What follows belongs to an exercise in optimizing a design on an open flow for a short achievable clock period and few clock cycles per item; a production flow would make more cautious choices.
RTL that was checked went through simulation tests only; none was proved equivalent to the original.
For runs 3 to 5, only the layout was checked, not whether the RTL still works.
No activity file was given, so power comes from the tool's default toggle rates.

### flow/run.sh
#!/bin/bash
# synth_recipe.tcl (not shown) runs the flow's synth.tcl, then flattens the netlist and writes it again
# the make line also repeats each setting of config.mk as NAME=value (left out here)
make -C /OpenROAD-flow-scripts/flow DESIGN_CONFIG=/design/flow/config.mk WORK_HOME=/design/flow/orfs CLKGATE_MAP_FILE= SYNTH_SCRIPT=/design/flow/synth_recipe.tcl finish
### flow/config.mk
export PLATFORM = sky130hd
export DESIGN_NAME = lc4_superscalar
export DESIGN_NICKNAME = lc4_superscalar
export VERILOG_FILES = /design/flow/design.v
export SDC_FILE = /design/flow/constraint.sdc
export NUM_CORES = 4
export LEC_CHECK = 0
export ABC_CLOCK_PERIOD_IN_PS = 1800
export CAP_MARGIN = 20
export CORE_MARGIN = 2
export CORE_UTILIZATION = 40
export SETUP_SLACK_MARGIN = 3.2
export SLEW_MARGIN = 20
### flow/constraint.sdc
create_clock -name core_clock -period 5.0 [get_ports {gwe}]
set_input_delay 1.0000 -clock core_clock [delete_from_list [all_inputs] [get_ports {gwe}]]
set_output_delay 1.0000 -clock core_clock [all_outputs]
set_load 0.01 [all_outputs]
### flow/design.v
package lc4_pkg;
   typedef logic [15:0] word_t;      
   typedef logic [2:0]  reg_sel_t;   
   localparam int NUM_REGS = 8;
   typedef enum logic [3:0] {
      OP_NOP   = 4'b0000,
      OP_ARITH = 4'b0001,   
      OP_LOGIC = 4'b0101,   
      OP_CONST = 4'b1001
   } opcode_e;
   typedef enum logic [2:0] {
      ALU_ADD,
      ALU_SUB,
      ALU_AND,
      ALU_OR,
      ALU_PASS_IMM   
   } alu_op_e;
   localparam word_t NOP_INSN = 16'h0000;
endpackage
module lc4_decoder (
   input  lc4_pkg::word_t    i_insn,
   output lc4_pkg::reg_sel_t o_rs,
   output lc4_pkg::reg_sel_t o_rt,
   output lc4_pkg::reg_sel_t o_rd,
   output logic              o_rs_re,    
   output logic              o_rt_re,    
   output logic              o_rd_we,
   output logic              o_const,    
   output logic              o_sub,      
   output logic              o_logic,    
   output logic              o_or,
   output lc4_pkg::word_t    o_imm
);
   logic arith, logic_op, rr_ok, imm_form;
   assign arith    = (i_insn[15:12] == 4'b0001);
   assign logic_op = (i_insn[15:12] == 4'b0101);
   assign o_const  = (i_insn[15:12] == 4'b1001);
   assign imm_form = i_insn[5];
   assign rr_ok    = (i_insn[5:3] == 3'b000) || (i_insn[5:3] == 3'b010);
   assign o_rd = i_insn[11:9];
   assign o_rs = i_insn[8:6];
   assign o_rt = i_insn[2:0];
   assign o_rs_re = (arith || logic_op) && (imm_form || rr_ok);
   assign o_rt_re = (arith || logic_op) && !imm_form && rr_ok;
   assign o_rd_we = o_rs_re || o_const;
   assign o_sub   = arith && !imm_form && i_insn[4];
   assign o_logic = logic_op;
   assign o_or    = logic_op && !imm_form && i_insn[4];
   assign o_imm   = o_const ? {{7{i_insn[8]}}, i_insn[8:0]} : {{11{i_insn[4]}}, i_insn[4:0]};
endmodule
module lc4_alu (
   input  logic [7:0] i_src0, i_src1, i_src2, i_src3,
   input  logic [3:0] i_s1,         
   input  logic       i_c1_en,      
   input  logic [7:0] i_c1,
   input  logic [3:0] i_s2,
   input  logic       i_c2_en,
   input  logic [7:0] i_c2,
   input  logic       i_cin,
   input  logic       i_sub,
   input  logic       i_logic,
   input  logic       i_or,
   input  logic       i_we,
   input  logic [7:0] i_hold,
   output logic [7:0] o_res,
   output logic [7:0] o_res_out,
   output logic [7:0] o_res_hold,
   output logic       o_cout
);
   logic [7:0] op1, a, b, sum, lres;
   logic [7:0] g0, p0, g1, p1, g2, p2, g3, p3;
   logic [8:0] c;
   assign op1 = ({8{i_s1[0]}} & i_src0) | ({8{i_s1[1]}} & i_src1) |
                ({8{i_s1[2]}} & i_src2) | ({8{i_s1[3]}} & i_src3) |
                ({8{i_c1_en}} & i_c1);
   assign b   = ({8{i_s2[0]}} & i_src0) | ({8{i_s2[1]}} & i_src1) |
                ({8{i_s2[2]}} & i_src2) | ({8{i_s2[3]}} & i_src3) |
                ({8{i_c2_en}} & i_c2);
   assign a   = op1 ^ {8{i_sub}};
   assign g0 = a & b;
   assign p0 = a ^ b;
   always_comb begin
      g1 = g0; p1 = p0;
      for (int i = 1; i < 8; i++) begin
         g1[i] = g0[i] | (p0[i] & g0[i-1]);
         p1[i] = p0[i] & p0[i-1];
      end
      g2 = g1; p2 = p1;
      for (int i = 2; i < 8; i++) begin
         g2[i] = g1[i] | (p1[i] & g1[i-2]);
         p2[i] = p1[i] & p1[i-2];
      end
      g3 = g2; p3 = p2;
      for (int i = 4; i < 8; i++) begin
         g3[i] = g2[i] | (p2[i] & g2[i-4]);
         p3[i] = p2[i] & p2[i-4];
      end
   end
   assign c[0] = i_cin;
   assign c[8:1] = g3 | (p3 & {8{i_cin}});
   assign sum    = (p0 ^ {8{i_sub}}) ^ c[7:0];
   assign o_cout = c[8];
   assign lres   = i_or ? (op1 | b) : (op1 & b);
   logic sel_sum, sel_log, out_sum, out_log;
   assign sel_sum = !i_logic;
   assign sel_log = i_logic;
   assign out_sum = i_we && !i_logic;
   assign out_log = i_we && i_logic;
   assign o_res      = ({8{sel_sum}} & sum) | ({8{sel_log}} & lres);
   assign o_res_out  = ({8{out_sum}} & sum) | ({8{out_log}} & lres);
   assign o_res_hold = o_res_out | ({8{!i_we}} & i_hold);
endmodule
module lc4_regfile_dual (
   input  logic              gwe,
   input  logic              i_rst,
   input  lc4_pkg::reg_sel_t i_rs_a,
   input  lc4_pkg::reg_sel_t i_rt_a,
   input  lc4_pkg::reg_sel_t i_rs_b,
   input  lc4_pkg::reg_sel_t i_rt_b,
   output lc4_pkg::word_t    o_rs_data_a,
   output lc4_pkg::word_t    o_rt_data_a,
   output lc4_pkg::word_t    o_rs_data_b,
   output lc4_pkg::word_t    o_rt_data_b,
   input  logic [7:0]        i_wmask_a,
   input  lc4_pkg::word_t    i_wdata_a,
   input  logic [7:0]        i_wmask_b,
   input  lc4_pkg::word_t    i_wdata_b
);
   lc4_pkg::word_t regs [0:lc4_pkg::NUM_REGS-1];
   function automatic logic [15:0] rd_fwd(input logic [2:0] sel);
      if (i_wmask_b[sel])      rd_fwd = i_wdata_b;
      else if (i_wmask_a[sel]) rd_fwd = i_wdata_a;
      else                     rd_fwd = regs[sel];
   endfunction
   always_comb begin
      o_rs_data_a = rd_fwd(i_rs_a);
      o_rt_data_a = rd_fwd(i_rt_a);
      o_rs_data_b = rd_fwd(i_rs_b);
      o_rt_data_b = rd_fwd(i_rt_b);
   end
   always_ff @(posedge gwe) begin
      for (int i = 0; i < lc4_pkg::NUM_REGS; i++) begin
         if (i_rst)             regs[i] <= '0;
         else if (i_wmask_b[i]) regs[i] <= i_wdata_b;   
         else if (i_wmask_a[i]) regs[i] <= i_wdata_a;
      end
   end
endmodule
module lc4_superscalar #(
   parameter lc4_pkg::word_t RESET_PC = 16'h8200
) (
   input  logic              gwe,
   input  logic              i_rst,
   output lc4_pkg::word_t    o_cur_pc,
   input  lc4_pkg::word_t    i_insn_a,
   input  lc4_pkg::word_t    i_insn_b,
   output logic              o_wb_we_a,
   output lc4_pkg::reg_sel_t o_wb_rd_a,
   output lc4_pkg::word_t    o_wb_data_a,
   output lc4_pkg::word_t    o_wb_pc_a,
   output logic              o_wb_we_b,
   output lc4_pkg::reg_sel_t o_wb_rd_b,
   output lc4_pkg::word_t    o_wb_data_b,
   output lc4_pkg::word_t    o_wb_pc_b
);
   lc4_pkg::word_t pc, pc_p1, pc_p2;       
   lc4_pkg::word_t pc_p3, pc_p4;
   lc4_pkg::word_t d_insn_a, d_insn_b, d_pc_a, d_pc_b;
   logic           d_valid;
   logic           split;
   assign pc_p3 = pc_p2 + 16'd1;
   assign pc_p4 = pc_p2 + 16'd2;
   always_ff @(posedge gwe) begin
      if (i_rst) begin
         pc      <= RESET_PC;
         pc_p1   <= RESET_PC + 16'd1;
         pc_p2   <= RESET_PC + 16'd2;
         d_valid <= 1'b0;
      end else if (split) begin
         pc      <= pc_p1;
         pc_p1   <= pc_p2;
         pc_p2   <= pc_p3;
         d_valid <= 1'b1;
      end else begin
         pc      <= pc_p2;
         pc_p1   <= pc_p3;
         pc_p2   <= pc_p4;
         d_valid <= 1'b1;
      end
   end
   always_ff @(posedge gwe) begin
      if (split) begin
         d_insn_a <= d_insn_b;    
         d_insn_b <= i_insn_a;
         d_pc_a   <= d_pc_b;
         d_pc_b   <= pc;
      end else begin
         d_insn_a <= i_insn_a;
         d_insn_b <= i_insn_b;
         d_pc_a   <= pc;
         d_pc_b   <= pc_p1;
      end
   end
   assign o_cur_pc = pc;
   lc4_pkg::reg_sel_t rs_a, rt_a, rd_a, rs_b, rt_b, rd_b;
   logic              rs_re_a, rt_re_a, dwe_a, const_a, sub_a, logic_a, or_a;
   logic              rs_re_b, rt_re_b, dwe_b, const_b, sub_b, logic_b, or_b;
   logic              we_a, we_b;
   lc4_pkg::word_t    imm_a, imm_b;
   lc4_decoder dec_a_i (
      .i_insn (d_insn_a), .o_rs (rs_a), .o_rt (rt_a), .o_rd (rd_a),
      .o_rs_re (rs_re_a), .o_rt_re (rt_re_a), .o_rd_we (dwe_a), .o_const (const_a),
      .o_sub (sub_a), .o_logic (logic_a), .o_or (or_a), .o_imm (imm_a)
   );
   lc4_decoder dec_b_i (
      .i_insn (d_insn_b), .o_rs (rs_b), .o_rt (rt_b), .o_rd (rd_b),
      .o_rs_re (rs_re_b), .o_rt_re (rt_re_b), .o_rd_we (dwe_b), .o_const (const_b),
      .o_sub (sub_b), .o_logic (logic_b), .o_or (or_b), .o_imm (imm_b)
   );
   assign we_a = d_valid && dwe_a;
   assign we_b = d_valid && dwe_b;
   logic b_rs_from_a, b_rt_from_a;
   assign b_rs_from_a = dwe_a && rs_re_b && (rs_b == rd_a);
   assign b_rt_from_a = dwe_a && rt_re_b && (rt_b == rd_a);
   assign split = d_valid && !const_a && (b_rs_from_a || b_rt_from_a);
   logic              x_we_a, x_we_b, m_we_a, m_we_b;
   lc4_pkg::reg_sel_t x_rd_a, x_rd_b, m_rd_a, m_rd_b;
   function automatic logic [3:0] find_src(input logic [2:0] s, input logic re,
                                           input logic xwe_a, input logic [2:0] xrd_a,
                                           input logic xwe_b, input logic [2:0] xrd_b,
                                           input logic mwe_a, input logic [2:0] mrd_a,
                                           input logic mwe_b, input logic [2:0] mrd_b);
      logic h1b, h1a, h2b, h2a;
      h1b = xwe_b && (xrd_b == s);
      h1a = xwe_a && (xrd_a == s);
      h2b = mwe_b && (mrd_b == s);
      h2a = mwe_a && (mrd_a == s);
      find_src = {re && !h1b && !h1a && h2b,
                  re && !h1b && !h1a && !h2b && h2a,
                  re && h1b,
                  re && !h1b && h1a};
   endfunction
   logic [3:0] s1_a, s2_a, s1_b, s2_b;
   always_comb begin
      s1_a = find_src(rs_a, rs_re_a, x_we_a, x_rd_a, x_we_b, x_rd_b, m_we_a, m_rd_a, m_we_b, m_rd_b);
      s2_a = find_src(rt_a, rt_re_a, x_we_a, x_rd_a, x_we_b, x_rd_b, m_we_a, m_rd_a, m_we_b, m_rd_b);
      s1_b = find_src(rs_b, rs_re_b && !b_rs_from_a, x_we_a, x_rd_a, x_we_b, x_rd_b, m_we_a, m_rd_a, m_we_b, m_rd_b);
      s2_b = find_src(rt_b, rt_re_b && !b_rt_from_a, x_we_a, x_rd_a, x_we_b, x_rd_b, m_we_a, m_rd_a, m_we_b, m_rd_b);
   end
   logic [7:0]     r_wmask_a, r_wmask_b;
   lc4_pkg::word_t w_data_a, w_data_b;
   lc4_pkg::word_t rf_rs_a, rf_rt_a, rf_rs_b, rf_rt_b;
   lc4_regfile_dual regfile_i (
      .gwe         (gwe),       .i_rst       (i_rst),
      .i_rs_a      (rs_a),      .i_rt_a      (rt_a),
      .i_rs_b      (rs_b),      .i_rt_b      (rt_b),
      .o_rs_data_a (rf_rs_a),   .o_rt_data_a (rf_rt_a),
      .o_rs_data_b (rf_rs_b),   .o_rt_data_b (rf_rt_b),
      .i_wmask_a   (r_wmask_a), .i_wdata_a   (w_data_a),
      .i_wmask_b   (r_wmask_b), .i_wdata_b   (w_data_b)
   );
   lc4_pkg::word_t c1_a, c2_a, c1_b, c2_b;
   always_comb begin
      c1_a = const_a ? 16'h0000 : rf_rs_a;
      c2_a = rt_re_a ? rf_rt_a : imm_a;
      if (const_b)          c1_b = 16'h0000;
      else if (b_rs_from_a) c1_b = imm_a;
      else                  c1_b = rf_rs_b;
      if (!rt_re_b)         c2_b = imm_b;
      else if (b_rt_from_a) c2_b = imm_a;
      else                  c2_b = rf_rt_b;
   end
   lc4_pkg::word_t x_pc_a, x_pc_b;
   logic           x_sub_a, x_logic_a, x_or_a, x_sub_b, x_logic_b, x_or_b;
   lc4_pkg::word_t x_c1_a, x_c2_a, x_c1_b, x_c2_b;
   logic [3:0]     x_s1_a, x_s2_a, x_s1_b, x_s2_b;
   logic           x_ce1_a, x_ce2_a, x_ce1_b, x_ce2_b;
   always_ff @(posedge gwe) begin
      if (i_rst) begin
         x_we_a <= 1'b0;
         x_we_b <= 1'b0;
      end else begin
         x_we_a <= we_a;
         x_we_b <= we_b && !split;
      end
   end
   always_ff @(posedge gwe) begin
      x_rd_a    <= rd_a;      x_rd_b    <= rd_b;
      x_pc_a    <= d_pc_a;    x_pc_b    <= d_pc_b;
      x_sub_a   <= sub_a;     x_sub_b   <= sub_b;
      x_logic_a <= logic_a;   x_logic_b <= logic_b;
      x_or_a    <= or_a;      x_or_b    <= or_b;
      x_c1_a    <= c1_a;      x_c2_a    <= c2_a;
      x_c1_b    <= c1_b;      x_c2_b    <= c2_b;
      x_s1_a    <= s1_a;      x_s2_a    <= s2_a;
      x_s1_b    <= s1_b;      x_s2_b    <= s2_b;
      x_ce1_a   <= s1_a == 4'b0;
      x_ce2_a   <= s2_a == 4'b0;
      x_ce1_b   <= s1_b == 4'b0;
      x_ce2_b   <= s2_b == 4'b0;
   end
   logic [7:0] m_lo_a, m_lo_b, r_lo_a, r_lo_b, r_hi_a, r_hi_b;
   logic [7:0] lo_a, lo_b;
   logic       co_a, co_b;
   lc4_alu lo_alu_a_i (
      .i_src0 (m_lo_a), .i_src1 (m_lo_b), .i_src2 (r_lo_a), .i_src3 (r_lo_b),
      .i_s1 (x_s1_a), .i_c1_en (x_ce1_a), .i_c1 (x_c1_a[7:0]),
      .i_s2 (x_s2_a), .i_c2_en (x_ce2_a), .i_c2 (x_c2_a[7:0]),
      .i_cin (1'b0), .i_sub (x_sub_a), .i_logic (x_logic_a), .i_or (x_or_a),
      .i_we (1'b0), .i_hold (8'h00),
      .o_res (lo_a), .o_res_out (), .o_res_hold (), .o_cout (co_a)
   );
   lc4_alu lo_alu_b_i (
      .i_src0 (m_lo_a), .i_src1 (m_lo_b), .i_src2 (r_lo_a), .i_src3 (r_lo_b),
      .i_s1 (x_s1_b), .i_c1_en (x_ce1_b), .i_c1 (x_c1_b[7:0]),
      .i_s2 (x_s2_b), .i_c2_en (x_ce2_b), .i_c2 (x_c2_b[7:0]),
      .i_cin (1'b0), .i_sub (x_sub_b), .i_logic (x_logic_b), .i_or (x_or_b),
      .i_we (1'b0), .i_hold (8'h00),
      .o_res (lo_b), .o_res_out (), .o_res_hold (), .o_cout (co_b)
   );
   function automatic logic [7:0] recap(input logic [3:0] s, input logic [7:0] c,
                                        input logic [7:0] ra, input logic [7:0] rb);
      if (s[3])      recap = rb;
      else if (s[2]) recap = ra;
      else           recap = c;
   endfunction
   lc4_pkg::word_t m_pc_a, m_pc_b;
   logic           m_sub_a, m_logic_a, m_or_a, m_sub_b, m_logic_b, m_or_b;
   logic           m_co_a, m_co_b;
   logic [7:0]     m_c1_a, m_c2_a, m_c1_b, m_c2_b;
   logic [1:0]     m_s1_a, m_s2_a, m_s1_b, m_s2_b;    
   logic           m_ce1_a, m_ce2_a, m_ce1_b, m_ce2_b;
   always_ff @(posedge gwe) begin
      if (i_rst) begin
         m_we_a <= 1'b0;
         m_we_b <= 1'b0;
      end else begin
         m_we_a <= x_we_a;
         m_we_b <= x_we_b;
      end
   end
   always_ff @(posedge gwe) begin
      m_rd_a    <= x_rd_a;     m_rd_b    <= x_rd_b;
      m_pc_a    <= x_pc_a;     m_pc_b    <= x_pc_b;
      m_sub_a   <= x_sub_a;    m_sub_b   <= x_sub_b;
      m_logic_a <= x_logic_a;  m_logic_b <= x_logic_b;
      m_or_a    <= x_or_a;     m_or_b    <= x_or_b;
      m_lo_a    <= lo_a;       m_lo_b    <= lo_b;
      m_co_a    <= co_a;       m_co_b    <= co_b;
      m_c1_a    <= recap(x_s1_a, x_c1_a[15:8], r_hi_a, r_hi_b);
      m_c2_a    <= recap(x_s2_a, x_c2_a[15:8], r_hi_a, r_hi_b);
      m_c1_b    <= recap(x_s1_b, x_c1_b[15:8], r_hi_a, r_hi_b);
      m_c2_b    <= recap(x_s2_b, x_c2_b[15:8], r_hi_a, r_hi_b);
      m_s1_a    <= x_s1_a[1:0];  m_s2_a <= x_s2_a[1:0];
      m_s1_b    <= x_s1_b[1:0];  m_s2_b <= x_s2_b[1:0];
      m_ce1_a   <= x_s1_a[1:0] == 2'b0;
      m_ce2_a   <= x_s2_a[1:0] == 2'b0;
      m_ce1_b   <= x_s1_b[1:0] == 2'b0;
      m_ce2_b   <= x_s2_b[1:0] == 2'b0;
   end
   logic [7:0] hi_a, hi_b, hi_out_a, hi_out_b, hi_w_a, hi_w_b;
   lc4_alu hi_alu_a_i (
      .i_src0 (r_hi_a), .i_src1 (r_hi_b), .i_src2 (8'h00), .i_src3 (8'h00),
      .i_s1 ({2'b00, m_s1_a}), .i_c1_en (m_ce1_a), .i_c1 (m_c1_a),
      .i_s2 ({2'b00, m_s2_a}), .i_c2_en (m_ce2_a), .i_c2 (m_c2_a),
      .i_cin (m_co_a), .i_sub (m_sub_a), .i_logic (m_logic_a), .i_or (m_or_a),
      .i_we (m_we_a), .i_hold (w_data_a[15:8]),
      .o_res (hi_a), .o_res_out (hi_out_a), .o_res_hold (hi_w_a), .o_cout ()
   );
   lc4_alu hi_alu_b_i (
      .i_src0 (r_hi_a), .i_src1 (r_hi_b), .i_src2 (8'h00), .i_src3 (8'h00),
      .i_s1 ({2'b00, m_s1_b}), .i_c1_en (m_ce1_b), .i_c1 (m_c1_b),
      .i_s2 ({2'b00, m_s2_b}), .i_c2_en (m_ce2_b), .i_c2 (m_c2_b),
      .i_cin (m_co_b), .i_sub (m_sub_b), .i_logic (m_logic_b), .i_or (m_or_b),
      .i_we (m_we_b), .i_hold (w_data_b[15:8]),
      .o_res (hi_b), .o_res_out (hi_out_b), .o_res_hold (hi_w_b), .o_cout ()
   );
   always_ff @(posedge gwe) begin
      for (int i = 0; i < 8; i++) begin
         r_wmask_a[i] <= !i_rst && m_we_a && (m_rd_a == 3'(i));
         r_wmask_b[i] <= !i_rst && m_we_b && (m_rd_b == 3'(i));
      end
      r_hi_a   <= hi_a;
      r_hi_b   <= hi_b;
      r_lo_a   <= m_lo_a;
      r_lo_b   <= m_lo_b;
      w_data_a <= {hi_w_a, m_we_a ? m_lo_a : w_data_a[7:0]};
      w_data_b <= {hi_w_b, m_we_b ? m_lo_b : w_data_b[7:0]};
   end
   always_ff @(posedge gwe) begin
      if (i_rst) begin
         o_wb_we_a <= 1'b0;
         o_wb_we_b <= 1'b0;
      end else begin
         o_wb_we_a <= m_we_a;
         o_wb_we_b <= m_we_b;
      end
   end
   always_ff @(posedge gwe) begin
      o_wb_rd_a   <= m_rd_a;
      o_wb_rd_b   <= m_rd_b;
      o_wb_data_a <= {hi_out_a, m_lo_a & {8{m_we_a}}};
      o_wb_data_b <= {hi_out_b, m_lo_b & {8{m_we_b}}};
      o_wb_pc_a   <= m_pc_a;
      o_wb_pc_b   <= m_pc_b;
   end
endmodule
==> flow_summary.ini, run 1 <==
[die]
die_w_um = 277
dieArea_sq_mm = 0.0768
initial_utilization_pct = 40.2
ios = 122
fp.dieH_um = 277
core_sq_mm = 0.0742
rows = 100

[logic_synthesis]
synth_top_area_cell = dfxtp_1
synthFlopType = dfxtp_1
synthTopCellsByArea = dfxtp_1 41%, mux2i_1 7.8%, nor2_1 5.2%, nand2_1 5.0%, a21oi_1 4.0%
synthesis.nets = 3439
synth-seq-area-share_pct = 42.8
avgSynthCellArea_sq_um = 8.85
yosys-top-cells-count = 615 x dfxtp_1, 417 x nor2_1, 394 x nand2_1
synth-async-reset-ratio_pct = 0
ys_types = 82
ys_warn_count = 4
synth_seq_cells = 631
syn_inst = 3372
synth_edf_count = 16
synth.most_common_cell = dfxtp_1
synth_top_area_share_pct = 41.2
netlist_area_sq_mm = 0.0299

[clocking]
cts_tree = done
clk_pin_slew_ns = 0.06
clock_path_buffers = 3
cts_hold_buf = 0
root_buffer = clkbuf_16
clock-sinks = 631
clk_latency_ns = 0.64
h-tree-depth = 3
cts_buffers = 67

[power_and_ir_drop]
comb_power_share_pct = 11.5
seqPwrFrac_pct = 47.1
ir_drop_mv = 0.239
pwr-share-clk_pct = 41.4
sw_frac_of_total_pct = 27.5
p_int_uw = 8990
power_density_mw_per_mm2 = 301
leakagePower_uw = 0.0164
power.switching_uw = 3400

[detailed_routing]
wl_um = 116000
drt-initial-drc-count = 3590
wire_per_inst_um = 24.8
vias = 28140
viasPerCell = 6.03
route.detailed.drc = 0
final_antenna_net_count = 0
drt_pass1_iterations = 11

[layout]
syn_to_final_growth_pct = 37.9
drive_above_1_share_pct = 34.1
regMostFlops = regfile_i.regs
finish.utilization_pct = 55.5
antenna_cells = 0
fin_nets = 3715
largest_reg_flops = 128

[place]
place_congestion = 0.948
hpwl_um = 71000
port_buffers = 121

[timing]
fin_crit_sh_pct = 56.9
slew_headroom_pct = 42.5
finalSetupViolations = 0
finalHoldViolCount = 0
fmax_ghz = 0.352
worst-slew-pin-transition_ns = 0.862
rsz0062_at_grt = true
setup_tns_ns = 0
period_minus_slack_ns = 2.84
clock_skew_ns = 0.0255
report.final.slew_viol_count = 0

[global_routing]
grt_pass1_vias = 26095
antenna_found_initial = 1
grt_pass1_wl_um = 167000
overflow = 0
grt_max_degree = 117
grt_use_total_pct = 28.3

[critical_path]
cp_data_required_time_ns = 5.52
start_kind = flip-flop
worstPathArrival_ns = 3.36
worst-path-max-fanout = 5
worstSetupEndpointType = flip-flop
worstSetupPathType = flip-flop to flip-flop

[worst_hold_path]
hold_class = flip-flop to flip-flop

[status]
status = finished clean

[flow_run]
cap_violations = 0
-- layout make-up --
| cell class | instances | area, sq um |
|---|---|---|
| Clock buffer | 91 | 1900 |
| Sequential cell | 631 | 13000 |
| Fill cell | 6166 | 33000 |
| Clock inverter | 26 | 330 |
| Tap cell | 969 | 1210 |
| Inverter | 55 | 226 |
| Timing Repair Buffer | 516 | 5900 |
| Multi-Input combinational cell | 2377 | 18500 |
-- worst max-delay path, stage by stage, from the launching register on --
cell	delay, ns
dfxtp_4	0.36
a222oi_1	0.41
nand2_1	0.15
xor2_1	0.18
ha_1	0.33
a21o_1	0.19
a21o_1	0.19
a2111o_1	0.41
a31oi_2	0.18
xnor2_1	0.08
mux2_2	0.25
-- metal layers --
metal / part of all wire [%] / routed length, um / GRT usage, %
met3: 10 / 12100 / 6.29
met4: 5.3 / 6150 / 13.4
met1: 41 / 47100 / 38.1
met5: 0 / 0 / 0
met2: 44 / 50500 / 43.2
-- cells by family after synthesis --
logic type	after synthesis	synth area share (%)
and+or+nand+nor	1071	15.6
AOI/OAI and AO/OA	769	17.2
DFF	631	42.8
buffers and inverters	373	4.83
muxes	321	12.9
xor gates and xnor gates	151	4.43
adders and majority gates	56	2.15
-- power by group through the flow --
| stage | registers, uW | clock network (uW) | logic [uW] |
|---|---|---|---|
| 6_report | 5830 | 5130 | 1430 |
| 5_1_grt | 5850 | 5400 | 1500 |
| 4_1_cts | 5800 | 5170 | 1240 |
| 3_5_place_dp | 5930 | 0 | 945 |
| 3_3_place_gp | 5940 | 0 | 940 |
| 2_1_floorplan | 5550 | 0 | 877 |
-- timing repair --
item / in CTS / in global routing
gates resized for setup: 1003 / 349
buffers inserted: 222 / 78
endpoints found under the setup margin: 361 / 347
endpoints found under the hold margin: 0 / 0
gates cloned: 32 / 8
pin swaps: 151 / 177
-- cell usage in the layout, fill, tap and decap left out, drive strengths merged, types with 43 or more instances in the layout --
master	Yosys	routed
o22ai	61	61
mux2i	232	232
nand2	394	394
buf	57	472
nor2b	42	43
dfxtp	615	615
o21ai	123	123
nor2	418	419
clkbuf	261	99
a221oi	65	65
mux4	48	48
a21oi	236	236
xnor2	114	114
a22oi	50	50
a222oi	56	56
mux2	41	48
inv	51	50
-- final timing paths --
check	startpoint	cells after the start	endpoint	slack (ns)
worst max-delay path	x_s1_a[0]$_DFF_P_	10	m_lo_a[7]$_DFF_P_	2.16
worst min-delay path	x_pc_a[14]$_DFF_P_	0	m_pc_a[14]$_DFF_P_	0.32
worst max register to register	x_s1_a[0]$_DFF_P_	10	m_lo_a[7]$_DFF_P_	2.16
worst min register to register	x_pc_a[14]$_DFF_P_	0	m_pc_a[14]$_DFF_P_	0.32
-- metrics by stage --
stage,total power (uW),setup WS [ns],cell area [sq um],cells,hold slack (ns)
2_1_floorplan,6420,2.35,30900,3372,0.310
3_3_place_gp,6880,1.94,32000,4208,0.310
3_5_place_dp,6870,1.92,32000,4208,0.312
4_1_cts,12200,2.25,38800,4579,0.326
5_1_grt,12700,2.10,41200,4665,0.327
6_report,12400,2.16,41200,4665,0.324
Testbench counts, summed over its fixed seeds: cycles 7,144, insns 12,800.
==> run 2, diff against run 1 <==
--- a/flow/config.mk
+++ b/flow/config.mk
@@ -7,2 +7,3 @@
 export LEC_CHECK = 0
+export ABC_AREA = 1
 export ABC_CLOCK_PERIOD_IN_PS = 1800
==> run 2 against run 1 <==
Net effect: still clean on timing, DRC and antenna; synthesized area increased by 2.0%; combinational power increased by 73%; sequential share of layout area fell by 2.7 points; via count rose by 25%; hold slack got worse by 0.0010 ns; first-iteration DRC count grew 38%; setup slack better by 0.39 ns; synthesized cell count is 25% higher; routed wire length is 30% higher; critical path depth rose by 4; largest power group unchanged.
==> flow_summary.ini, run 2 <==
[status]
status = finished clean

[critical_path]
cp_data_required_time_ns = 5.56
cp_cell_sequence = a22o_1 -> a211oi_4 -> xor2_2 -> ha_4 -> nand2_2 -> nand2_2 -> a21o_1 -> nand2_2 -> nand2_2 -> nand2_4 -> nand2_2 -> xor2_1 -> nand2_1 -> nand2_1
cpMostUsedCell = nand2_2
crit_buf_inv = 0
rrSetupSlack_ns = 2.55
r2r-start = x_s1_b[2]$_DFF_P_
crit_family = compound AO/OA/AOI/OAI gates
rr_endpoint = m_lo_b[5]$_DFF_P_
start_kind = flip-flop
worstSetupEndpointType = flip-flop
slowest_delay_ns = 0.38
worstPathArrival_ns = 3.01
critPathSlowestCell = dfxtp_4
reg2reg_depth = 14
worst-path-max-fanout = 5
worstSetupPathType = flip-flop to flip-flop

[global_routing]
grt_use_total_pct = 34.9
overflow = 0
antenna_found_initial = 5
grt_pass1_wl_um = 205000
grt_pass1_vias = 32000
grt_max_degree = 86

[worst_hold_path]
hold_path_end = o_wb_pc_a[14]$_DFF_P_
hold_class = flip-flop to flip-flop
min-delay-start = m_pc_a[14]$_DFF_P_
whs_path_depth = 0

[detailed_routing]
route.detailed.drc = 0
wl_met3_um = 20200
wire_per_inst_um = 26.7
drt-met1-wl_um = 57300
met2_length_um = 62700
wl_um = 151000
viasPerCell = 6.22
drt_pass1_iterations = 9
drt-initial-drc-count = 4959
routed.top_layer = met5
final_antenna_net_count = 0
vias = 35182

[logic_synthesis]
avgSynthCellArea_sq_um = 7.23
synthFlopType = dfxtp_1
synth.most_common_cell = nand2_1
syn_inst = 4212
yosys-top-cells-count = 1060 x nand2_1, 615 x dfxtp_1, 475 x inv_1
synth_top_area_cell = dfxtp_1
synth_edf_count = 16
synth_seq_cells = 631
netlist_area_sq_mm = 0.0305
synthesis.nets = 4279
synthTopCellsByArea = dfxtp_1 40%, nand2_1 13%, inv_1 5.9%, o21ai_0 5.1%, o221ai_1 3.7%
synth-async-reset-ratio_pct = 0
synth_top_area_share_pct = 40.4
synth-seq-area-share_pct = 42.0
ys_warn_count = 4
ys_types = 60

[layout]
multi_input_area_sq_mm = 0.0193
regMostFlops = regfile_i.regs
final_cell_mix = 764 x nand2_1, 483 x dfxtp_1, 424 x inv_1, 223 x nor2_1, 181 x buf_4
largest_reg_flops = 128
final_common_cell = nand2_1
nFillCells = 6218
syn_to_final_growth_pct = 47.7
instances_no_fill = 5658
drive_above_1_share_pct = 34.5
seq_area_sq_mm = 0.0131
fin_nets = 4688

[place]
port_buffers = 121
hpwl_um = 85500
place_congestion = 1.04
dp_cells = 5111

[power_and_ir_drop]
leakagePower_uw = 0.0185
power_density_mw_per_mm2 = 313
finalPower_uw = 14100
ir_drop_mv = 0.304

[clocking]
cts_hold_buf = 0
clock_path_buffers = 3
clock-sinks = 631
cts_tree = done
cts_buffers = 72
clk_latency_ns = 0.68
h-tree-depth = 3
root_buffer = clkbuf_16
clk_pin_slew_ns = 0.06

[flow_run]
cap_violations = 0

[die]
core_sq_mm = 0.0757
rows = 101
die_w_um = 280
ios = 122
fp.dieH_um = 280
dieArea_sq_mm = 0.0784
initial_utilization_pct = 40.2

[timing]
clock_skew_ns = 0.0506
fin_crit_sh_pct = 49.0
rsz0062_at_grt = true
period_minus_slack_ns = 2.45
finalSetupViolations = 0
finalHoldViolCount = 0
slew_headroom_pct = 40.3
setup_tns_ns = 0
worst-slew-pin-transition_ns = 0.895
fmax_ghz = 0.408
report.final.slew_viol_count = 0
==> run 2: kinds of logic (layout without fill, tap and decap cells) <==
group | Yosys count | in the layout | share of synthesized area (%)
flip-flops | 631 | 631 | 42.0
XOR/XNOR | 126 | 126 | 3.68
other | 0 | 2 | 0
buffers and inverters | 753 | 1192 | 9.90
adder cells (fa/ha/maj) | 47 | 47 | 1.82
AO/OA/AOI/OAI | 979 | 980 | 19.7
AND/OR/NAND/NOR | 1676 | 1702 | 22.9
==> run 2: power by group <==
group	leakage (uW)	total, uW	internal [uW]	switching (uW)
Clock	0.00122	5680	3300	2390
Sequential	0.00523	5910	5380	531
Combinational	0.0121	2470	987	1480
==> run 2: worst register-to-register path: stages, from the launching register on <==
cell and delay (ns):
dfxtp_4 0.38, a22o_1 0.25, a211oi_4 0.33, xor2_2 0.24, ha_4 0.24, nand2_2 0.07, nand2_2 0.07, a21o_1 0.22
nand2_2 0.09, nand2_2 0.07, nand2_4 0.09, nand2_2 0.05, xor2_1 0.13, nand2_1 0.07, nand2_1 0.06
==> run 2: layer usage <==
layer,vias up,GRT usage (%)
li1,14980,-
met1,16709,46.6
met2,2701,51.0
met3,790,9.82
met4,2,18.7
met5,-,0
==> run 2: cell type report <==
type / instances / area share (%)
Multi-Input combinational cell: 2855 / 42.9
Sequential cell: 631 / 29.0
Timing Repair Buffer: 542 / 14.4
Inverter: 507 / 4.81
Clock buffer: 94 / 4.34
Tap cell: 978 / 2.72
Clock inverter: 37 / 1.33
Timing Repair inverter: 12 / 0.517
Antenna cell: 2 / 0.0111
==> run 2: through the flow <==
| stage | area [sq um] | setup WS [ns] | util [%] | hold WS [ns] |
|---|---|---|---|---|
| final | 45000 | 2.55 | 59.5 | 0.323 |
| after global routing | 45000 | 2.45 | 59.4 | 0.328 |
| after CTS | 40900 | 2.67 | 54.0 | 0.325 |
| after detailed placement | 32300 | 1.89 | 42.7 | 0.312 |
| after global placement | 32300 | 1.97 | 42.7 | 0.310 |
| after floorplan | 30800 | 2.88 | - | 0.310 |
==> run 2: repair_timing <==
action                      CTS  global route
resized for setup          1282           766
gates cloned                 57            17
pin swaps                   202           328
setup endpoints to repair   478           403
setup buffers               248            92
==> run 2: worst max-delay path by stage <==
| stage | start | endpoint | slack (ns) | depth (start not counted) |
|---|---|---|---|---|
| final | x_s1_b[2]$_DFF_P_ | m_lo_b[5]$_DFF_P_ | 2.55 | 14 |
| after global routing | x_s1_b[2]$_DFF_P_ | m_lo_b[5]$_DFF_P_ | 2.45 | 14 |
| after CTS | x_s1_b[2]$_DFF_P_ | m_lo_b[5]$_DFF_P_ | 2.67 | 14 |
| after detailed placement | d_insn_b[1]$_DFF_P_ | x_c2_b[5]$_DFF_P_ | 1.89 | 10 |
| after global placement | i_rst | regfile_i.regs[7][15]$_SDFFE_PP0P_ | 1.97 | 5 |
| after floorplan | x_ce1_b$_DFF_P_ | m_lo_b[5]$_DFF_P_ | 2.88 | 15 |
==> run 3, diff against run 2 <==
--- a/flow/design.v
+++ b/flow/design.v
@@ -51,7 +51,8 @@
 module lc4_alu (
-   input  logic [7:0] i_src0, i_src1, i_src2, i_src3,
-   input  logic [3:0] i_s1,         
+   input  logic [7:0] i_src0, i_src1,
+   input  logic [1:0] i_s1p,        
+   input  logic [1:0] i_s1n,        
    input  logic       i_c1_en,      
    input  logic [7:0] i_c1,
-   input  logic [3:0] i_s2,
+   input  logic [1:0] i_s2,
    input  logic       i_c2_en,
@@ -69,12 +70,10 @@
 );
-   logic [7:0] op1, a, b, sum, lres;
+   logic [7:0] a, b, sum, lres;
    logic [7:0] g0, p0, g1, p1, g2, p2, g3, p3;
    logic [8:0] c;
-   assign op1 = ({8{i_s1[0]}} & i_src0) | ({8{i_s1[1]}} & i_src1) |
-                ({8{i_s1[2]}} & i_src2) | ({8{i_s1[3]}} & i_src3) |
-                ({8{i_c1_en}} & i_c1);
-   assign b   = ({8{i_s2[0]}} & i_src0) | ({8{i_s2[1]}} & i_src1) |
-                ({8{i_s2[2]}} & i_src2) | ({8{i_s2[3]}} & i_src3) |
-                ({8{i_c2_en}} & i_c2);
-   assign a   = op1 ^ {8{i_sub}};
+   assign a = ({8{i_s1p[0]}} & i_src0) | ({8{i_s1p[1]}} & i_src1) |
+              ({8{i_s1n[0]}} & ~i_src0) | ({8{i_s1n[1]}} & ~i_src1) |
+              ({8{i_c1_en}} & i_c1);
+   assign b = ({8{i_s2[0]}} & i_src0) | ({8{i_s2[1]}} & i_src1) |
+              ({8{i_c2_en}} & i_c2);
    assign g0 = a & b;
@@ -102,3 +101,3 @@
    assign o_cout = c[8];
-   assign lres   = i_or ? (op1 | b) : (op1 & b);
+   assign lres   = i_or ? (a | b) : (a & b);    
    logic sel_sum, sel_log, out_sum, out_log;
@@ -261,3 +260,15 @@
    );
+   logic [7:0] m_lo_a, m_lo_b;
+   function automatic logic [15:0] cap_lo(input logic [3:0] s, input logic [15:0] v,
+                                          input logic [7:0] la, input logic [7:0] lb);
+      if (s[3])      cap_lo = {v[15:8], lb};
+      else if (s[2]) cap_lo = {v[15:8], la};
+      else           cap_lo = v;
+   endfunction
    lc4_pkg::word_t c1_a, c2_a, c1_b, c2_b;
+   lc4_pkg::word_t v1_a, v2_a, v1_b, v2_b;
+   assign v1_a = cap_lo(s1_a, c1_a, m_lo_a, m_lo_b);
+   assign v2_a = cap_lo(s2_a, c2_a, m_lo_a, m_lo_b);
+   assign v1_b = cap_lo(s1_b, c1_b, m_lo_a, m_lo_b);
+   assign v2_b = cap_lo(s2_b, c2_b, m_lo_a, m_lo_b);
    always_comb begin
@@ -277,2 +288,3 @@
    logic           x_ce1_a, x_ce2_a, x_ce1_b, x_ce2_b;
+   logic [1:0]     x_s1p_a, x_s1n_a, x_s1p_b, x_s1n_b;
    always_ff @(posedge gwe) begin
@@ -292,12 +304,16 @@
       x_or_a    <= or_a;      x_or_b    <= or_b;
-      x_c1_a    <= c1_a;      x_c2_a    <= c2_a;
-      x_c1_b    <= c1_b;      x_c2_b    <= c2_b;
+      x_c1_a    <= v1_a ^ {16{sub_a}};  x_c2_a <= v2_a;
+      x_c1_b    <= v1_b ^ {16{sub_b}};  x_c2_b <= v2_b;
       x_s1_a    <= s1_a;      x_s2_a    <= s2_a;
       x_s1_b    <= s1_b;      x_s2_b    <= s2_b;
-      x_ce1_a   <= s1_a == 4'b0;
-      x_ce2_a   <= s2_a == 4'b0;
-      x_ce1_b   <= s1_b == 4'b0;
-      x_ce2_b   <= s2_b == 4'b0;
+      x_s1n_a   <= s1_a[1:0] & {2{sub_a}};
+      x_s1n_b   <= s1_b[1:0] & {2{sub_b}};
+      x_s1p_a   <= s1_a[1:0] & {2{!sub_a}};
+      x_s1p_b   <= s1_b[1:0] & {2{!sub_b}};
+      x_ce1_a   <= s1_a[1:0] == 2'b0;
+      x_ce2_a   <= s2_a[1:0] == 2'b0;
+      x_ce1_b   <= s1_b[1:0] == 2'b0;
+      x_ce2_b   <= s2_b[1:0] == 2'b0;
    end
-   logic [7:0] m_lo_a, m_lo_b, r_lo_a, r_lo_b, r_hi_a, r_hi_b;
+   logic [7:0] r_hi_a, r_hi_b;
    logic [7:0] lo_a, lo_b;
@@ -305,5 +321,5 @@
    lc4_alu lo_alu_a_i (
-      .i_src0 (m_lo_a), .i_src1 (m_lo_b), .i_src2 (r_lo_a), .i_src3 (r_lo_b),
-      .i_s1 (x_s1_a), .i_c1_en (x_ce1_a), .i_c1 (x_c1_a[7:0]),
-      .i_s2 (x_s2_a), .i_c2_en (x_ce2_a), .i_c2 (x_c2_a[7:0]),
+      .i_src0 (m_lo_a), .i_src1 (m_lo_b),
+      .i_s1p (x_s1p_a), .i_s1n (x_s1n_a), .i_c1_en (x_ce1_a), .i_c1 (x_c1_a[7:0]),
+      .i_s2 (x_s2_a[1:0]), .i_c2_en (x_ce2_a), .i_c2 (x_c2_a[7:0]),
       .i_cin (1'b0), .i_sub (x_sub_a), .i_logic (x_logic_a), .i_or (x_or_a),
@@ -313,5 +329,5 @@
    lc4_alu lo_alu_b_i (
-      .i_src0 (m_lo_a), .i_src1 (m_lo_b), .i_src2 (r_lo_a), .i_src3 (r_lo_b),
-      .i_s1 (x_s1_b), .i_c1_en (x_ce1_b), .i_c1 (x_c1_b[7:0]),
-      .i_s2 (x_s2_b), .i_c2_en (x_ce2_b), .i_c2 (x_c2_b[7:0]),
+      .i_src0 (m_lo_a), .i_src1 (m_lo_b),
+      .i_s1p (x_s1p_b), .i_s1n (x_s1n_b), .i_c1_en (x_ce1_b), .i_c1 (x_c1_b[7:0]),
+      .i_s2 (x_s2_b[1:0]), .i_c2_en (x_ce2_b), .i_c2 (x_c2_b[7:0]),
       .i_cin (1'b0), .i_sub (x_sub_b), .i_logic (x_logic_b), .i_or (x_or_b),
@@ -349,5 +365,5 @@
       m_co_a    <= co_a;       m_co_b    <= co_b;
-      m_c1_a    <= recap(x_s1_a, x_c1_a[15:8], r_hi_a, r_hi_b);
+      m_c1_a    <= recap(x_s1_a, x_c1_a[15:8], r_hi_a ^ {8{x_sub_a}}, r_hi_b ^ {8{x_sub_a}});
       m_c2_a    <= recap(x_s2_a, x_c2_a[15:8], r_hi_a, r_hi_b);
-      m_c1_b    <= recap(x_s1_b, x_c1_b[15:8], r_hi_a, r_hi_b);
+      m_c1_b    <= recap(x_s1_b, x_c1_b[15:8], r_hi_a ^ {8{x_sub_b}}, r_hi_b ^ {8{x_sub_b}});
       m_c2_b    <= recap(x_s2_b, x_c2_b[15:8], r_hi_a, r_hi_b);
@@ -362,5 +378,5 @@
    lc4_alu hi_alu_a_i (
-      .i_src0 (r_hi_a), .i_src1 (r_hi_b), .i_src2 (8'h00), .i_src3 (8'h00),
-      .i_s1 ({2'b00, m_s1_a}), .i_c1_en (m_ce1_a), .i_c1 (m_c1_a),
-      .i_s2 ({2'b00, m_s2_a}), .i_c2_en (m_ce2_a), .i_c2 (m_c2_a),
+      .i_src0 (r_hi_a), .i_src1 (r_hi_b),
+      .i_s1p (m_s1_a & {2{!m_sub_a}}), .i_s1n (m_s1_a & {2{m_sub_a}}), .i_c1_en (m_ce1_a), .i_c1 (m_c1_a),
+      .i_s2 (m_s2_a), .i_c2_en (m_ce2_a), .i_c2 (m_c2_a),
       .i_cin (m_co_a), .i_sub (m_sub_a), .i_logic (m_logic_a), .i_or (m_or_a),
@@ -370,5 +386,5 @@
    lc4_alu hi_alu_b_i (
-      .i_src0 (r_hi_a), .i_src1 (r_hi_b), .i_src2 (8'h00), .i_src3 (8'h00),
-      .i_s1 ({2'b00, m_s1_b}), .i_c1_en (m_ce1_b), .i_c1 (m_c1_b),
-      .i_s2 ({2'b00, m_s2_b}), .i_c2_en (m_ce2_b), .i_c2 (m_c2_b),
+      .i_src0 (r_hi_a), .i_src1 (r_hi_b),
+      .i_s1p (m_s1_b & {2{!m_sub_b}}), .i_s1n (m_s1_b & {2{m_sub_b}}), .i_c1_en (m_ce1_b), .i_c1 (m_c1_b),
+      .i_s2 (m_s2_b), .i_c2_en (m_ce2_b), .i_c2 (m_c2_b),
       .i_cin (m_co_b), .i_sub (m_sub_b), .i_logic (m_logic_b), .i_or (m_or_b),
@@ -384,4 +400,2 @@
       r_hi_b   <= hi_b;
-      r_lo_a   <= m_lo_a;
-      r_lo_b   <= m_lo_b;
       w_data_a <= {hi_w_a, m_we_a ? m_lo_a : w_data_a[7:0]};
==> run 3 against run 2 <==
Net effect: critical path type unchanged; combinational power rose by 26%; die area grew 4.7%; fmax shrank 7.6%; clock-buffer cell count unchanged; clock skew rose by 0.039 ns; critical endpoint is now x_c2_a[7]$_DFF_P_; synthesized cell count increased by 7.4%; final area up 8.8%; total power is 7.2% higher; flip-flop and latch count down 8; critical path depth rose by 2; non-clock buffer count grew 140; largest power group is now clock; cell count grew 9.0%.
==> flow_summary.ini, run 3 <==
[critical_path]
crit_buf_inv = 9
worstPathArrival_ns = 3.20
worstSetupEndpointType = flip-flop
cpMostUsedCell = buf_6
critPathSlowestCell = o211ai_1
slowest_delay_ns = 0.47
cp_data_required_time_ns = 5.55
crit_start = d_insn_a[2]$_DFF_P_
cp_cell_sequence = buf_12 -> clkinvlp_4 -> buf_6 -> buf_6 -> buf_6 -> buf_6 -> nand2_8 -> buf_4 -> clkbuf_16 -> buf_4 -> o211ai_1 -> nand2_1 -> nand2_2 -> nand2_2 -> nand3_2 -> nand2_2
worst-path-max-fanout = 4
start_kind = flip-flop
r2r-start = d_insn_a[2]$_DFF_P_
worstSetupPathType = flip-flop to flip-flop
crit_family = buffers and inverters

[logic_synthesis]
synth.most_common_cell = nand2_1
ys_warn_count = 4
synthesis.nets = 4625
synthFlopType = dfxtp_1
yosys-top-cells-count = 1196 x nand2_1, 607 x dfxtp_1, 529 x inv_1
ys_types = 58
avgSynthCellArea_sq_um = 7.06
syn_inst = 4524
synth_top_area_cell = dfxtp_1
synth_top_area_share_pct = 38.1
synth-async-reset-ratio_pct = 0
synth_seq_cells = 623
netlist_area_sq_mm = 0.0319
synth_edf_count = 16
synthTopCellsByArea = dfxtp_1 38%, nand2_1 14%, inv_1 6.2%, o21ai_0 5.0%, o221ai_1 3.8%
synth-seq-area-share_pct = 39.6

[place]
port_buffers = 121
hpwl_um = 88400
place_congestion = 1.00
pre_cts_ws_ns = 1.74

[die]
die_w_um = 287
dieArea_sq_mm = 0.0821
core_sq_mm = 0.0790
rows = 103
ios = 122
initial_utilization_pct = 40.4
fp.dieH_um = 287

[flow_run]
cap_violations = 0

[clocking]
root_buffer = clkbuf_16
clock_path_buffers = 3
clock-sinks = 623
h-tree-depth = 3
cts_buffers = 72
cts_tree = done
clk_pin_slew_ns = 0.06
clk_latency_ns = 0.72

[timing]
report.final.slew_viol_count = 0
finalHoldViolCount = 0
fin_crit_sh_pct = 53.0
rsz0062_at_grt = true
setup_slack_ns = 2.35
worst-slew-pin-transition_ns = 0.888
setup_tns_ns = 0
slew_headroom_pct = 40.7
finalSetupViolations = 0
clock_skew_ns = 0.0893
fmax_ghz = 0.377
period_minus_slack_ns = 2.65

[detailed_routing]
drt_pass1_iterations = 9
wl_um = 160000
final_antenna_net_count = 0
vias = 38065
wire_per_inst_um = 26.0
drt-initial-drc-count = 5629
viasPerCell = 6.17
route.detailed.drc = 0

[layout]
final_cell_mix = 867 x nand2_1, 478 x dfxtp_1, 449 x inv_1, 276 x buf_4, 226 x nor2_1
fin_nets = 5160
final_common_cell = nand2_1
finish.utilization_pct = 62.0
drive_above_1_share_pct = 38.3
antenna_cells = 0
syn_to_final_growth_pct = 53.4
regMostFlops = regfile_i.regs
largest_reg_flops = 128

[power_and_ir_drop]
power_density_mw_per_mm2 = 308
ir_drop_mv = 0.239
leakagePower_uw = 0.0209
finalPower_uw = 15100

[global_routing]
antenna_found_initial = 3
overflow = 0
grt_use_total_pct = 35.1
grt_max_degree = 38
grt_pass1_wl_um = 218000
grt_pass1_vias = 34765

[status]
status = finished clean

[worst_hold_path]
hold_class = flip-flop to flip-flop
min-delay-start = d_pc_a[10]$_DFF_P_
## run 3: cell count changes after synthesis, sizes merged, moves of 34 or more
cell    before   now
nand2     1069  1211
inv        488   548
o22ai      103    60
o21ai      333   375
xor2       100    62
o211ai      76    41
ha          33    67
## run 3: logic make-up after synthesis
kind of cell    Yosys count  synth area share, %
simple gates           1877                 24.7
compound gates         1040                 20.2
buf+inv                 830                 10.5
flops                   623                 39.6
xor+xnor                 87                 2.39
fa+ha+maj                67                 2.63
## run 3: cell type report
type	count	area, sq um
Fill cell	6310	30000
Multi-Input combinational cell	3091	21400
Sequential cell	623	12900
Timing Repair Buffer	682	7790
Inverter	567	2460
Clock buffer	94	2050
Tap cell	1050	1310
Clock inverter	39	717
Timing Repair inverter	22	353
## run 3: worst reg2reg max path: stages (launching register included)
cell and delay, ns:
dfxtp_2 0.33, buf_12 0.14, clkinvlp_4 0.16, buf_6 0.12, buf_6 0.09, buf_6 0.08, buf_6 0.13, nand2_8 0.07
buf_4 0.15, clkbuf_16 0.15, buf_4 0.14, o211ai_1 0.47, nand2_1 0.17, nand2_2 0.13, nand2_2 0.07, nand3_2 0.07
nand2_2 0.06
## run 3: power by group
group / switching, uW / internal (uW) / leakage, uW
Sequential: 553 / 5310 / 0.00515
Combinational: 1840 / 1260 / 0.0144
Clock: 2430 / 3680 / 0.00134
Total: 4830 / 10200 / 0.0209
## run 3: layer usage
metal | wire (um) | GRT usage [%] | up-vias
li1 | - | - | 16233
met1 | 59100 | 45.1 | 17832
met2 | 66600 | 52.2 | 3044
met3 | 22400 | 10.6 | 952
met4 | 11800 | 20.1 | 4
met5 | 30 | 0.0581 | -
## run 3: what timing repair did
| item | CTS | global route |
|---|---|---|
| resized for setup | 1537 | 687 |
| hold endpoints to repair | 0 | 0 |
| hold buffers | 0 | 0 |
| pin swaps | 321 | 380 |
| setup endpoints to repair | 488 | 357 |
| setup buffers | 346 | 141 |
| cloned | 63 | 9 |
## run 3: per-stage QoR
stage / hold WS (ns) / instances / instance area [sq um]
2_1_floorplan: 0.310 / 4524 / 32600
3_3_place_gp: 0.311 / 5475 / 34100
3_5_place_dp: 0.312 / 5476 / 34100
4_1_cts: 0.326 / 6018 / 45000
5_1_grt: 0.327 / 6168 / 49000
6_report: 0.323 / 6168 / 49000
## run 3: path summary, 6_finish.rpt
check	endpoint	slack [ns]	cells after the start
max reg2reg	x_c2_a[7]$_DFF_P_	2.35	16
min reg2reg	x_pc_a[10]$_DFF_P_	0.32	0
max	x_c2_a[7]$_DFF_P_	2.35	16
min	x_pc_a[10]$_DFF_P_	0.32	0
==> run 4, diff against run 3 <==
--- a/flow/design.v
+++ b/flow/design.v
@@ -112,28 +112,37 @@
 module lc4_regfile_dual (
-   input  logic              gwe,
-   input  logic              i_rst,
-   input  lc4_pkg::reg_sel_t i_rs_a,
-   input  lc4_pkg::reg_sel_t i_rt_a,
-   input  lc4_pkg::reg_sel_t i_rs_b,
-   input  lc4_pkg::reg_sel_t i_rt_b,
-   output lc4_pkg::word_t    o_rs_data_a,
-   output lc4_pkg::word_t    o_rt_data_a,
-   output lc4_pkg::word_t    o_rs_data_b,
-   output lc4_pkg::word_t    o_rt_data_b,
-   input  logic [7:0]        i_wmask_a,
-   input  lc4_pkg::word_t    i_wdata_a,
-   input  logic [7:0]        i_wmask_b,
-   input  lc4_pkg::word_t    i_wdata_b
+   input  logic           gwe,
+   input  logic           i_rst,
+   input  logic [7:0]     i_rs_a,       
+   input  logic [7:0]     i_rt_a,
+   input  logic [7:0]     i_rs_b,
+   input  logic [7:0]     i_rt_b,
+   output lc4_pkg::word_t o_rs_data_a,
+   output lc4_pkg::word_t o_rt_data_a,
+   output lc4_pkg::word_t o_rs_data_b,
+   output lc4_pkg::word_t o_rt_data_b,
+   input  logic [7:0]     i_wmask_a,
+   input  lc4_pkg::word_t i_wdata_a,
+   input  logic [7:0]     i_wmask_b,
+   input  lc4_pkg::word_t i_wdata_b
 );
    lc4_pkg::word_t regs [0:lc4_pkg::NUM_REGS-1];
-   function automatic logic [15:0] rd_fwd(input logic [2:0] sel);
-      if (i_wmask_b[sel])      rd_fwd = i_wdata_b;
-      else if (i_wmask_a[sel]) rd_fwd = i_wdata_a;
-      else                     rd_fwd = regs[sel];
+   lc4_pkg::word_t view [0:lc4_pkg::NUM_REGS-1];    
+   always_comb begin
+      for (int i = 0; i < lc4_pkg::NUM_REGS; i++) begin
+         if (i_wmask_b[i])      view[i] = i_wdata_b;
+         else if (i_wmask_a[i]) view[i] = i_wdata_a;
+         else                   view[i] = regs[i];
+      end
+   end
+   function automatic logic [15:0] rd_oh(input logic [7:0] sel);
+      rd_oh = '0;
+      for (int i = 0; i < lc4_pkg::NUM_REGS; i++) begin
+         rd_oh = rd_oh | ({16{sel[i]}} & view[i]);
+      end
    endfunction
    always_comb begin
-      o_rs_data_a = rd_fwd(i_rs_a);
-      o_rt_data_a = rd_fwd(i_rt_a);
-      o_rs_data_b = rd_fwd(i_rs_b);
-      o_rt_data_b = rd_fwd(i_rt_b);
+      o_rs_data_a = rd_oh(i_rs_a);
+      o_rt_data_a = rd_oh(i_rt_a);
+      o_rs_data_b = rd_oh(i_rs_b);
+      o_rt_data_b = rd_oh(i_rt_b);
    end
@@ -141,5 +150,4 @@
       for (int i = 0; i < lc4_pkg::NUM_REGS; i++) begin
-         if (i_rst)             regs[i] <= '0;
-         else if (i_wmask_b[i]) regs[i] <= i_wdata_b;   
-         else if (i_wmask_a[i]) regs[i] <= i_wdata_a;
+         if (i_rst) regs[i] <= '0;
+         else       regs[i] <= view[i];
       end
@@ -189,13 +197,25 @@
    end
+   logic [7:0] d_rs_oh_a, d_rt_oh_a, d_rs_oh_b, d_rt_oh_b;
+   function automatic logic [7:0] onehot(input logic [2:0] r);
+      onehot = 8'b1 << r;
+   endfunction
    always_ff @(posedge gwe) begin
       if (split) begin
-         d_insn_a <= d_insn_b;    
-         d_insn_b <= i_insn_a;
-         d_pc_a   <= d_pc_b;
-         d_pc_b   <= pc;
+         d_insn_a  <= d_insn_b;    
+         d_insn_b  <= i_insn_a;
+         d_rs_oh_a <= d_rs_oh_b;
+         d_rt_oh_a <= d_rt_oh_b;
+         d_rs_oh_b <= onehot(i_insn_a[8:6]);
+         d_rt_oh_b <= onehot(i_insn_a[2:0]);
+         d_pc_a    <= d_pc_b;
+         d_pc_b    <= pc;
       end else begin
-         d_insn_a <= i_insn_a;
-         d_insn_b <= i_insn_b;
-         d_pc_a   <= pc;
-         d_pc_b   <= pc_p1;
+         d_insn_a  <= i_insn_a;
+         d_insn_b  <= i_insn_b;
+         d_rs_oh_a <= onehot(i_insn_a[8:6]);
+         d_rt_oh_a <= onehot(i_insn_a[2:0]);
+         d_rs_oh_b <= onehot(i_insn_b[8:6]);
+         d_rt_oh_b <= onehot(i_insn_b[2:0]);
+         d_pc_a    <= pc;
+         d_pc_b    <= pc_p1;
       end
@@ -253,4 +273,4 @@
       .gwe         (gwe),       .i_rst       (i_rst),
-      .i_rs_a      (rs_a),      .i_rt_a      (rt_a),
-      .i_rs_b      (rs_b),      .i_rt_b      (rt_b),
+      .i_rs_a      (d_rs_oh_a), .i_rt_a      (d_rt_oh_a),
+      .i_rs_b      (d_rs_oh_b), .i_rt_b      (d_rt_oh_b),
       .o_rs_data_a (rf_rs_a),   .o_rt_data_a (rf_rt_a),
==> run 4 against run 3 <==
Net effect: register-to-register slack gained 0.19 ns; via count shrank 6.9%; largest power group is now registers; clock-buffer cell count grew 3; synthesized cell count shrank 1.7%; clock power shrank 8.5%; setup slack gained 0.19 ns; synthesized area shrank 2.0%; total power shrank 16%; routed wire length shrank 7.7%; flip-flop and latch count grew 32.
==> flow_summary.ini, run 4 <==
[critical_path]
worstSetupEndpointType = flip-flop
start_kind = flip-flop
worst-path-max-fanout = 4
worstPathArrival_ns = 3.04
cp_data_required_time_ns = 5.58
worstSetupPathType = flip-flop to flip-flop

[timing]
hold_ws_ns = 0.315
fin_crit_sh_pct = 49.2
rsz0062_at_grt = true
fmax_ghz = 0.407
period_minus_slack_ns = 2.46
setup_tns_ns = 0
worst-slew-pin-transition_ns = 0.819
clock_skew_ns = 0.0504
slew_headroom_pct = 45.4
finalHoldViolCount = 0
finalSetupViolations = 0
report.final.slew_viol_count = 0

[logic_synthesis]
ys_warn_count = 5
avgSynthCellArea_sq_um = 7.04
ys_types = 54
synthesis.nets = 4546
synth-seq-area-share_pct = 42.4
yosys-top-cells-count = 1250 x nand2_1, 639 x dfxtp_1, 418 x inv_1
synth_top_area_cell = dfxtp_1
synthTopCellsByArea = dfxtp_1 41%, nand2_1 15%, nand3_1 5.5%, o21ai_0 5.3%, inv_1 5.0%
synth_edf_count = 16
synth_seq_cells = 655
netlist_area_sq_mm = 0.0313
synthFlopType = dfxtp_1
synth-async-reset-ratio_pct = 0
syn_inst = 4445
synth.most_common_cell = nand2_1
synth_top_area_share_pct = 40.9

[detailed_routing]
viasPerCell = 5.89
drt_pass1_iterations = 7
wire_per_inst_um = 24.6
vias = 35435
wl_um = 148000
drt-initial-drc-count = 4782
route.detailed.drc = 0
final_antenna_net_count = 0

[global_routing]
overflow = 0
grt_pass1_vias = 31893
grt_use_total_pct = 33.5
grt_max_degree = 66
antenna_found_initial = 2
grt_pass1_wl_um = 204000

[die]
dieArea_sq_mm = 0.0805
initial_utilization_pct = 40.4
rows = 102
die_w_um = 284
ios = 122
fp.dieH_um = 284
core_sq_mm = 0.0775

[layout]
nFillCells = 6481
regMostFlops = regfile_i.regs
postLayoutCellArea_sq_mm = 0.0470
drive_above_1_share_pct = 38.9
final_common_cell = nand2_1
finish.utilization_pct = 60.7
fin_nets = 5023
largest_reg_flops = 128
syn_to_final_growth_pct = 50.2
seq_area_sq_mm = 0.0137
multi_input_area_sq_mm = 0.0205
final_cell_mix = 974 x nand2_1, 456 x dfxtp_1, 337 x nor2_1, 299 x inv_1, 282 x buf_4

[status]
status = finished clean

[clocking]
clk_pin_slew_ns = 0.06
clock_path_buffers = 3
cts_hold_buf = 0
clk_latency_ns = 0.66
clock-sinks = 655
h-tree-depth = 3
root_buffer = clkbuf_16
cts_tree = done
cts_buffers = 71

[worst_hold_path]
hold_class = flip-flop to flip-flop

[power_and_ir_drop]
comb_power_share_pct = 9.9
leakagePower_uw = 0.0205
power.switching_uw = 3610
pwr-share-clk_pct = 44.2
ir_drop_mv = 0.271
p_int_uw = 9040
power_density_mw_per_mm2 = 269
seqPwrFrac_pct = 46.0
sw_frac_of_total_pct = 28.6

[place]
place_congestion = 1.02
placed_area_sq_mm = 0.0332
hpwl_um = 83800
port_buffers = 121

[flow_run]
cap_violations = 0
-- run 4: what timing repair did --
action	CTS	global route
resized for setup	1620	767
pin swaps	240	271
gates cloned	52	10
endpoints found under the setup margin	459	398
buffers inserted	306	118
-- run 4: worst paths after layout --
kind                       from                 endpoint  slack [ns]  cells after the start
max           r_hi_a[0]$_DFF_P_  o_wb_data_b[13]$_DFF_P_        2.54                     15
min          d_pc_a[13]$_DFF_P_       x_pc_a[13]$_DFF_P_        0.32                      0
max reg2reg   r_hi_a[0]$_DFF_P_  o_wb_data_b[13]$_DFF_P_        2.54                     15
min reg2reg  d_pc_a[13]$_DFF_P_       x_pc_a[13]$_DFF_P_        0.32                      0
-- run 4: power groups by stage --
stage	clock network, uW	logic (uW)	registers [uW]
floorplan	0	553	5630
global placement	0	716	5880
detailed placement	0	719	5880
CTS	5580	1030	5780
global route	5820	1310	5820
finish	5590	1250	5820
-- run 4: worst max-delay path: stages, from the launching register on --
cell and delay (ns):
dfxtp_4 0.38, clkinvlp_4 0.18, nand2_2 0.12, o21ai_2 0.06, nor4_2 0.20, inv_1 0.12, ha_4 0.30, a21oi_4 0.05
o21ai_2 0.13, nand2_1 0.08, nand2_2 0.13, inv_2 0.04, o21bai_1 0.15, xor2_1 0.24, nand2_1 0.11, nand2_1 0.09
-- run 4: area by class of cell --
type	count	area share, %
multi-input combinational	3119	43.6
sequential	655	29.0
timing repair buffer	612	14.4
inverter	449	4.40
clock buffer	97	4.33
tap	1040	2.77
clock inverter	32	0.948
timing repair inverter	14	0.450
antenna	1	0.00532
-- run 4: per-layer routing --
layer / up-vias / GRT usage, % / share of wire (%) / routed length, um
met1: 16544 / 43.9 / 37 / 55100
met5: - / 0 / 0.042 / 62
li1: 15439 / - / - / -
met4: 2 / 19.4 / 7.9 / 11700
met3: 790 / 7.59 / 12 / 17900
met2: 2660 / 50.6 / 43 / 63100
-- run 4: logic make-up (layout without fill, tap and decap cells) --
logic type	count (synthesis)	count (layout)	share of synthesized area, %
buffers and inverters	684	1204	8.74
AOI/OAI and AO/OA	759	759	14.1
adders and majority gates	67	67	2.68
and+or+nand+nor	2165	2178	28.8
DFF	655	655	42.4
xor gates and xnor gates	115	115	3.22
other	0	1	0
-- run 4: stage by stage --
step / cells / setup slack, ns / power (uW)
floorplan: 4445 / 2.72 / 6180
detailed placement: 5403 / 1.28 / 6600
CTS: 5890 / 2.59 / 12400
finish: 6019 / 2.54 / 12700
global placement: 5403 / 1.45 / 6590
global route: 6018 / 2.39 / 13000
==> run 5, diff against run 4 <==
--- a/flow/config.mk
+++ b/flow/config.mk
@@ -12,2 +12,5 @@
 export CORE_UTILIZATION = 40
+export CTS_BUF_LIST = sky130_fd_sc_hd__clkbuf_16
+export CTS_CLUSTER_DIAMETER = 60
+export CTS_CLUSTER_SIZE = 30
 export SETUP_SLACK_MARGIN = 3.2
==> run 5 against run 4 <==
Net effect: sequential share of layout area hardly changed; hold slack better by 0.0024 ns; clock-buffer cell count is 43 lower; critical path depth stayed put; cell count is 0.18% higher; largest power group unchanged.
==> flow_summary.ini, run 5 <==
[logic_synthesis]
synth-async-reset-ratio_pct = 0
synth_seq_cells = 655
synthFlopType = dfxtp_1
ys_warn_count = 5
synth_edf_count = 16
netlist_area_sq_mm = 0.0313
avgSynthCellArea_sq_um = 7.04
ys_types = 54
yosys-top-cells-count = 1250 x nand2_1, 639 x dfxtp_1, 418 x inv_1
synth.most_common_cell = nand2_1

[global_routing]
grt_max_degree = 66
grt_pass1_wl_um = 202000

[worst_hold_path]
hold_path_end = o_wb_pc_a[4]$_DFF_P_
whs_path_depth = 0

[detailed_routing]
final_antenna_net_count = 0
wl_um = 145000
wire_per_inst_um = 24.0
drt_pass1_iterations = 9

[die]
fp.dieH_um = 284
die_w_um = 284
core_sq_mm = 0.0775
dieArea_sq_mm = 0.0805
ios = 122
initial_utilization_pct = 40.4

[clocking]
cts_tree = done
root_buffer = clkbuf_16

[timing]
setup_tns_ns = 0
worst-slew-pin-transition_ns = 0.949
finalHoldViolCount = 0
clock_skew_ns = 0.0856
rsz0062_at_grt = true
hold_ws_ns = 0.318
period_minus_slack_ns = 2.56

[layout]
regMostFlops = regfile_i.regs
final_cell_mix = 978 x nand2_1, 462 x dfxtp_1, 318 x nor2_1, 306 x inv_1, 297 x buf_4
instances_no_fill = 6030
drive_above_1_share_pct = 39.0

[critical_path]
reg2reg_depth = 15
crit_buf_inv = 5
slowest_delay_ns = 0.38
rrSetupSlack_ns = 2.44
r2r-start = m_sub_b$_DFF_P_
crit_family = simple AND/OR/NAND/NOR gates

[flow_run]
cap_violations = 0

[status]
status = finished clean

[power_and_ir_drop]
power_density_mw_per_mm2 = 252
leakagePower_uw = 0.0202
ir_drop_mv = 0.281

[place]
placed_area_sq_mm = 0.0332
==> run 5: changes by cell type in the layout (fill, tap and decap cells not counted), sizes merged <==
cell,before,now
clkbuf,102,59
bufinv,4,3
nand2,1269,1268
buf,573,613
clkinv,36,38
inv,402,422
clkinvlp,53,47
==> run 5: final cells by class <==
| type | count | area, sq um |
|---|---|---|
| well taps | 1040 | 1300 |
| flip-flops and latches | 655 | 13700 |
| clock inverters | 46 | 677 |
| multi-input cells | 3118 | 20600 |
| repair buffers | 652 | 7130 |
| inverters | 449 | 2050 |
| clock buffers | 54 | 1350 |
| diodes | 1 | 2.50 |
| repair inverters | 15 | 216 |
| fillers | 6545 | 30500 |
==> run 5: stage by stage <==
stage	setup WS, ns	total power, uW
6_report	2.44	11800
3_5_place_dp	1.28	6600
4_1_cts	2.57	11600
2_1_floorplan	2.72	6180
5_1_grt	2.31	12100
3_3_place_gp	1.45	6590
==> run 5: worst max-delay path by stage <==
stage	from	to	slack (ns)	depth (start not counted)
2_1_floorplan	m_sub_a$_DFF_P_	w_data_a[13]$_DFF_P_	2.72	16
3_3_place_gp	d_insn_a[12]$_DFF_P_	pc_p1[1]$_SDFF_PP0_	1.45	11
3_5_place_dp	d_insn_a[15]$_DFF_P_	pc_p1[1]$_SDFF_PP0_	1.28	11
4_1_cts	m_sub_b$_DFF_P_	o_wb_data_b[13]$_DFF_P_	2.57	15
5_1_grt	m_sub_b$_DFF_P_	o_wb_data_b[12]$_DFF_P_	2.31	15
6_report	m_sub_b$_DFF_P_	w_data_b[8]$_DFF_P_	2.44	15
==> run 5: cell families (layout without fill, tap and decap cells) <==
family	after synthesis	after routing	synth area share, %
flops	655	655	42.4
buf+inv	684	1216	8.74
other cells	0	1	0
xor+xnor	115	115	3.22
fa+ha+maj	67	67	2.68
compound gates	759	759	14.1
simple gates	2165	2177	28.8
==> run 5: repair_timing <==
item,CTS,global route
setup buffers,316,148
hold buffers,0,0
cloned,49,13
pin swaps,289,335
endpoints found under the setup margin,481,411
resized for setup,1640,772
==> run 5: metal layers <==
| metal | routed length, um | GRT usage (%) | up-vias |
|---|---|---|---|
| li1 | - | - | 15506 |
| met2 | 62500 | 50.2 | 2418 |
| met4 | 10800 | 18.9 | 0 |
| met1 | 54600 | 42.9 | 16375 |
| met5 | 0 | 0 | - |
| met3 | 17000 | 7.61 | 655 |
==> run 5: power groups by stage <==
stage,Sequential [uW],Combinational [uW],Clock (uW)
after floorplan,5630,553,0
after global placement,5880,716,0
after detailed placement,5880,719,0
after CTS,5770,1010,4820
after global routing,5810,1290,5030
final,5800,1230,4780

afterwards: timing with drivers on the ports:
No port has a modelled driver above. Below, the same layouts with a new extraction and two added sets of constraints. Step 1: set_driving_cell puts a clkbuf_16 on gwe and a buf_2 on each other input, an assumption about the parent block. Step 2 times the ports against the registers' clock, not the clock port: input delays grow and output delays shrink by t, the midpoint of the rising clock arrivals with the driver on. Three values: ideal ports, drivers, drivers and shift; two values: the first two.
run	t (ns)	slack for setup (ns)
run 1	0.688	2.156 / 2.156 / 2.156
run 2	0.726	2.550 / 2.550 / 2.538
run 3	0.748	2.348 / 2.348 / 2.348
run 4	0.705	2.541 / 2.541 / 2.110
run 5	0.729	2.440 / 2.440 / 2.192
After both steps setup and hold are still met in every run listed.
